This is an optimization exercise on Yosys and OpenROAD, whose aim is small area, a short achievable clock period and few clock cycles per item, not a production implementation. RTL that was checked went through simulation tests only; none was proved equivalent to the original.

## the baseline
// alu_top
module alu_top #(
    parameter int LFSR_MAX_STEPS = 8
) (
    input  logic     i_clk,
    input  logic     i_rst_n,
    input  logic     i_req,
    input  alu_pkg::alu_req_t i_cmd,
    output logic     o_ack,
    output alu_pkg::fx_t      o_result
);
==> module fx_arith, before the edit <==
module fx_arith (
    input  logic        i_clk,
    input  logic        i_first,   
    input  logic [1:0]  i_step,    
    input  logic        i_addsub,
    input  logic        i_sub,
    input  logic        i_mul,
    input  logic        i_mac_in,  
    input  logic [15:0] i_a,
    input  logic [15:0] i_b,       
    input  logic [3:0]  i_b_in,    
    input  logic [15:0] i_acc,
    output logic [15:0] o_res      
);
    function automatic [15:0] sat22(input logic [21:0] v);
        if (!v[21] && (|v[20:15])) begin
            sat22 = 16'h7FFF;
        end else if (v[21] && !(&v[20:15])) begin
            sat22 = 16'h8000;
        end else begin
            sat22 = v[15:0];
        end
    endfunction
    function automatic [15:0] sat17(input logic [16:0] v);
        if (v[16] != v[15]) begin
            sat17 = {v[16], {15{v[15]}}};
        end else begin
            sat17 = v[15:0];
        end
    endfunction
    function automatic [2:0] booth_enc(input logic [2:0] w);
        booth_enc[0] = w[1] ^ w[0];
        booth_enc[1] = (w[2] & ~w[1] & ~w[0]) | (~w[2] & w[1] & w[0]);
        booth_enc[2] = w[2];
    endfunction
    function automatic [16:0] booth_pp(input logic [2:0] e, input logic [15:0] a);
        logic [16:0] m;
        m = ({17{e[0]}} & {a[15], a}) | ({17{e[1]}} & {a, 1'b0});
        booth_pp = m ^ {17{e[2]}};
    endfunction
    logic [17:0] as_sum;
    logic [16:0] as_res;
    assign as_sum = {i_a[15], i_a[15], i_a, 1'b1} + {i_b[15], i_b[15], i_b, i_sub};
    assign as_res = as_sum[17:1];
    logic [4:0]  win;
    logic [5:0]  enc_q;
    logic [26:0] h_q;       
    logic [7:0]  lo_q;      
    logic [26:0] x;
    logic [26:0] y;
    logic [26:0] cs_s;
    logic [26:0] cs_c;
    logic [27:0] step_sum;
    logic [26:0] sum;
    logic [16:0] pp0;
    logic [16:0] pp1;
    logic [15:0] acc_in;
    always_comb begin
        if (i_first) begin
            win = {i_b_in, 1'b0};
        end else begin
            case (i_step)
                2'd0:    win = i_b[7:3];
                2'd1:    win = i_b[11:7];
                default: win = i_b[15:11];
            endcase
        end
    end
    always_ff @(posedge i_clk) begin
        enc_q <= {booth_enc(win[4:2]), booth_enc(win[2:0])};
    end
    assign pp0  = booth_pp(enc_q[2:0], i_a);
    assign pp1  = booth_pp(enc_q[5:3], i_a);
    assign x    = {{10{pp0[16]}}, pp0};
    assign y    = {{8{pp1[16]}}, pp1, enc_q[5], enc_q[5]};
    assign cs_s = h_q ^ x ^ y;
    assign cs_c = (h_q & x) | (h_q & y) | (x & y);
    assign step_sum = {cs_s, 1'b1} + {cs_c[25:0], enc_q[5], enc_q[2]};
    assign sum      = step_sum[27:1];
    assign acc_in = i_acc & {16{i_mac_in}};
    always_ff @(posedge i_clk) begin
        if (i_first) begin
            h_q <= {{1{acc_in[15]}}, acc_in, 1'b1, 9'd0};
        end else begin
            h_q <= {{4{sum[26]}}, sum[26:4]};
        end
        lo_q <= {sum[3:0], lo_q[7:4]};
    end
    assign o_res = ({16{i_addsub}} & sat17(as_res))
                 | ({16{i_mul}}    & sat22({h_q[15:0], lo_q[7:2]}));
endmodule
==> module alu_top, before the edit <==
module alu_top #(
    parameter int LFSR_MAX_STEPS = 8
) (
    input  logic     i_clk,
    input  logic     i_rst_n,
    input  logic     i_req,
    input  alu_pkg::alu_req_t i_cmd,
    output logic     o_ack,
    output alu_pkg::fx_t      o_result
);
    logic        f_add, f_sub, f_mul, f_mac, f_lrcw, f_lfsr;
    logic [15:0] a_q;
    logic [15:0] bx_q;      
    logic        first;
    logic [1:0]  step;
    logic [15:0] acc;
    logic        acc_ok;
    logic [15:0] arith_res;
    logic [15:0] bits_res;
    logic [4:0]  clz_in;
    always_ff @(posedge i_clk) begin
        f_add  <= (i_cmd.op == alu_pkg::OP_FXADD);
        f_sub  <= (i_cmd.op == alu_pkg::OP_FXSUB);
        f_mul  <= (i_cmd.op == alu_pkg::OP_FXMUL);
        f_mac  <= (i_cmd.op == alu_pkg::OP_FXMAC);
        f_lrcw <= (i_cmd.op == alu_pkg::OP_LRCW);
        f_lfsr <= (i_cmd.op == alu_pkg::OP_LFSR) && !((|i_cmd.b[15:4]) || (i_cmd.b[3] && (|i_cmd.b[2:0])));
        a_q    <= i_cmd.a;
        if (i_cmd.op == alu_pkg::OP_LFSR) begin
            bx_q <= i_cmd.a;
        end else begin
            bx_q <= i_cmd.b ^ {16{i_cmd.op == alu_pkg::OP_FXSUB}};
        end
    end
    alu_ctrl u_ctrl (
        .i_clk       (i_clk),
        .i_rst_n     (i_rst_n),
        .i_req       (i_req),
        .i_op        (i_cmd.op),
        .i_mul       (f_mul | f_mac),
        .i_lrcw      (f_lrcw),
        .i_arith_res (arith_res),
        .i_bits_res  (bits_res),
        .i_clz_in    (clz_in),
        .o_first     (first),
        .o_step      (step),
        .o_acc_ok    (acc_ok),
        .o_acc       (acc),
        .o_ack       (o_ack),
        .o_result    (o_result)
    );
    fx_arith u_fx_arith (
        .i_clk   (i_clk),
        .i_first (first),
        .i_step  (step),
        .i_addsub(f_add | f_sub),
        .i_sub   (f_sub),
        .i_mul   (f_mul | f_mac),
        .i_mac_in((i_cmd.op == alu_pkg::OP_FXMAC) && acc_ok),
        .i_a     (a_q),
        .i_b     (bx_q),
        .i_b_in  (i_cmd.b[3:0]),
        .i_acc   (acc),
        .o_res   (arith_res)
    );
    bit_ops #(
        .LFSR_MAX_STEPS (LFSR_MAX_STEPS)
    ) u_bit_ops (
        .i_clk   (i_clk),
        .i_first (first),
        .i_b_in  (i_cmd.b[3:0]),
        .i_a_in  (i_cmd.a),
        .o_clz_in(clz_in),
        .i_lrcw  (f_lrcw),
        .i_lfsr  (f_lfsr),
        .i_a     (a_q),
        .i_hi    (bx_q),
        .o_res   (bits_res)
    );
endmodule
export LEC_CHECK = 0
export ABC_AREA = 1
export CAP_MARGIN = 20
export CORE_MARGIN = 2
export CORE_UTILIZATION = 65
export SLEW_MARGIN = 20
create_clock -name core_clock -period 9.5 [get_ports {i_clk}]
standard.sh (not shown) runs the stock make flow with config.mk's settings and CLKGATE_MAP_FILE= SYNTH_SCRIPT=/design/flow/synth_recipe.tcl, a recipe that flattens the netlist after the stock synthesis.
==> flow/flow/run.sh <==
#!/bin/bash
# Standard layout, with the timing repair aiming further below the clock
# period and small port buffers.
set -euo pipefail
bash standard.sh SETUP_SLACK_MARGIN=6.0 "BUFFER_PORTS_ARGS=-buffer_cell sky130_fd_sc_hd__buf_1" finish > standard_flow.log 2>&1
Every stage of the flow completed for the baseline, and the final layout passed the timing, DRC and antenna checks.
Changes in the candidate relative to the baseline:
--- a/flow/design.v
+++ b/flow/design.v
@@ -28,5 +28,5 @@
     input  logic        i_sub,
     input  logic        i_mul,
-    input  logic        i_mac_in,  
+    input  logic        i_mac,
     input  logic [15:0] i_a,
     input  logic [15:0] i_b,       
@@ -67,15 +67,15 @@
     logic [4:0]  win;
     logic [5:0]  enc_q;
-    logic [26:0] h_q;       
+    logic [15:0] h_q;       
     logic [7:0]  lo_q;      
-    logic [26:0] x;
-    logic [26:0] y;
-    logic [26:0] cs_s;
-    logic [26:0] cs_c;
-    logic [27:0] step_sum;
-    logic [26:0] sum;
+    logic [19:0] x;
+    logic [19:0] y;
+    logic [19:0] hx;
+    logic [19:0] cs_s;
+    logic [19:0] cs_c;
+    logic [20:0] step_sum;
+    logic [19:0] sum;
     logic [16:0] pp0;
     logic [16:0] pp1;
-    logic [15:0] acc_in;
     always_comb begin
         if (i_first) begin
@@ -94,21 +94,27 @@
     assign pp0  = booth_pp(enc_q[2:0], i_a);
     assign pp1  = booth_pp(enc_q[5:3], i_a);
-    assign x    = {{10{pp0[16]}}, pp0};
-    assign y    = {{8{pp1[16]}}, pp1, enc_q[5], enc_q[5]};
-    assign cs_s = h_q ^ x ^ y;
-    assign cs_c = (h_q & x) | (h_q & y) | (x & y);
-    assign step_sum = {cs_s, 1'b1} + {cs_c[25:0], enc_q[5], enc_q[2]};
-    assign sum      = step_sum[27:1];
-    assign acc_in = i_acc & {16{i_mac_in}};
+    assign hx   = {{4{h_q[15]}}, h_q};
+    assign x    = {{3{pp0[16]}}, pp0};
+    assign y    = {pp1[16], pp1, enc_q[5], enc_q[5]};
+    assign cs_s = hx ^ x ^ y;
+    assign cs_c = (hx & x) | (hx & y) | (x & y);
+    assign step_sum = {cs_s, 1'b1} + {cs_c[18:0], enc_q[5], enc_q[2]};
+    assign sum      = step_sum[20:1];
     always_ff @(posedge i_clk) begin
         if (i_first) begin
-            h_q <= {{1{acc_in[15]}}, acc_in, 1'b1, 9'd0};
+            h_q <= '0;
         end else begin
-            h_q <= {{4{sum[26]}}, sum[26:4]};
+            h_q <= sum[19:4];
         end
         lo_q <= {sum[3:0], lo_q[7:4]};
     end
+    logic [21:0] fin_b;
+    logic [22:0] fin_sum;
+    logic [21:0] fin;
+    assign fin_b   = {{6{i_acc[15] & i_mac}}, i_acc & {16{i_mac}}};
+    assign fin_sum = {h_q, lo_q[7:2], 1'b1} + {fin_b, lo_q[1]};
+    assign fin     = fin_sum[22:1];
     assign o_res = ({16{i_addsub}} & sat17(as_res))
-                 | ({16{i_mul}}    & sat22({h_q[15:0], lo_q[7:2]}));
+                 | ({16{i_mul}}    & sat22(fin));
 endmodule
 `timescale 1ns/10ps
@@ -288,4 +294,5 @@
     logic [15:0] acc;
     logic        acc_ok;
+    logic        f_macc;    
     logic [15:0] arith_res;
     logic [15:0] bits_res;
@@ -296,4 +303,5 @@
         f_mul  <= (i_cmd.op == alu_pkg::OP_FXMUL);
         f_mac  <= (i_cmd.op == alu_pkg::OP_FXMAC);
+        f_macc <= (i_cmd.op == alu_pkg::OP_FXMAC) && acc_ok;
         f_lrcw <= (i_cmd.op == alu_pkg::OP_LRCW);
         f_lfsr <= (i_cmd.op == alu_pkg::OP_LFSR) && !((|i_cmd.b[15:4]) || (i_cmd.b[3] && (|i_cmd.b[2:0])));
@@ -329,5 +337,5 @@
         .i_sub   (f_sub),
         .i_mul   (f_mul | f_mac),
-        .i_mac_in((i_cmd.op == alu_pkg::OP_FXMAC) && acc_ok),
+        .i_mac   (f_macc),
         .i_a     (a_q),
         .i_b     (bx_q),
### Flow results
The baseline and the candidate ended up with nearly the same insertion delay to the later sink of the worst-skew pair. Routed wire in the candidate totals more than in the baseline. Critical path depth was higher in the run labelled the baseline. Total buffers and inverters traversed by the critical path: the candidate vs the baseline down 2. Fmax (lower): the baseline. Compared to the baseline, the candidate has clock tree cell share of total cell area 0.36 points lower. Delta (the candidate minus the baseline): number of fill cells in the layout rose by about 6.4%, number of vias per cell fell by 0.65%. Relative to the baseline, the count of flip-flops and latches measured on the candidate has decreased by a little under 10%. Compare the baseline and the candidate | final worst setup slack higher: the candidate. In the candidate the total number of vias turned out 656 higher than in the baseline. When the candidate is set beside the baseline, its number of sinks driven by the clock tree turns out to be 8 smaller. The baseline has higher worst hold margin than the candidate.
Testbench counts of the candidate, summed over its fixed seeds: cycles 21,608, ops 4,800.
For the baseline, only the layout was checked, not whether the RTL still works.

## static timing again, ports no longer ideal
How much do the figures lean on ideal ports? The routed layouts below were timed once more, with nothing changed but the port constraints.
Step 1, drivers: a clkbuf_16 drives i_clk and a buf_2 each remaining input, both assumed.
Step 2 times the ports against the registers' clock, not the clock port: input delays grow and output delays shrink by t, the midpoint of the rising clock arrivals with the driver on.
Three values: ideal ports, drivers, drivers and shift; two values: the first two.
run	t (ns)	setup slack, ns	worst setup path at the end	clock arrival spread, ns	slew at the worst register clock pin (ns)
the baseline	0.405	6.066 / 6.066 / 5.784	input to register	0.010 / 0.010	0.08 / 0.08
the candidate	0.395	6.198 / 6.198 / 5.984	input to register	0.014 / 0.014	0.08 / 0.08
After both steps every run listed still meets setup and hold. The setup slack of the baseline, which loses most, moves by 0.000 ns with the drivers and by -0.282 ns with both steps.
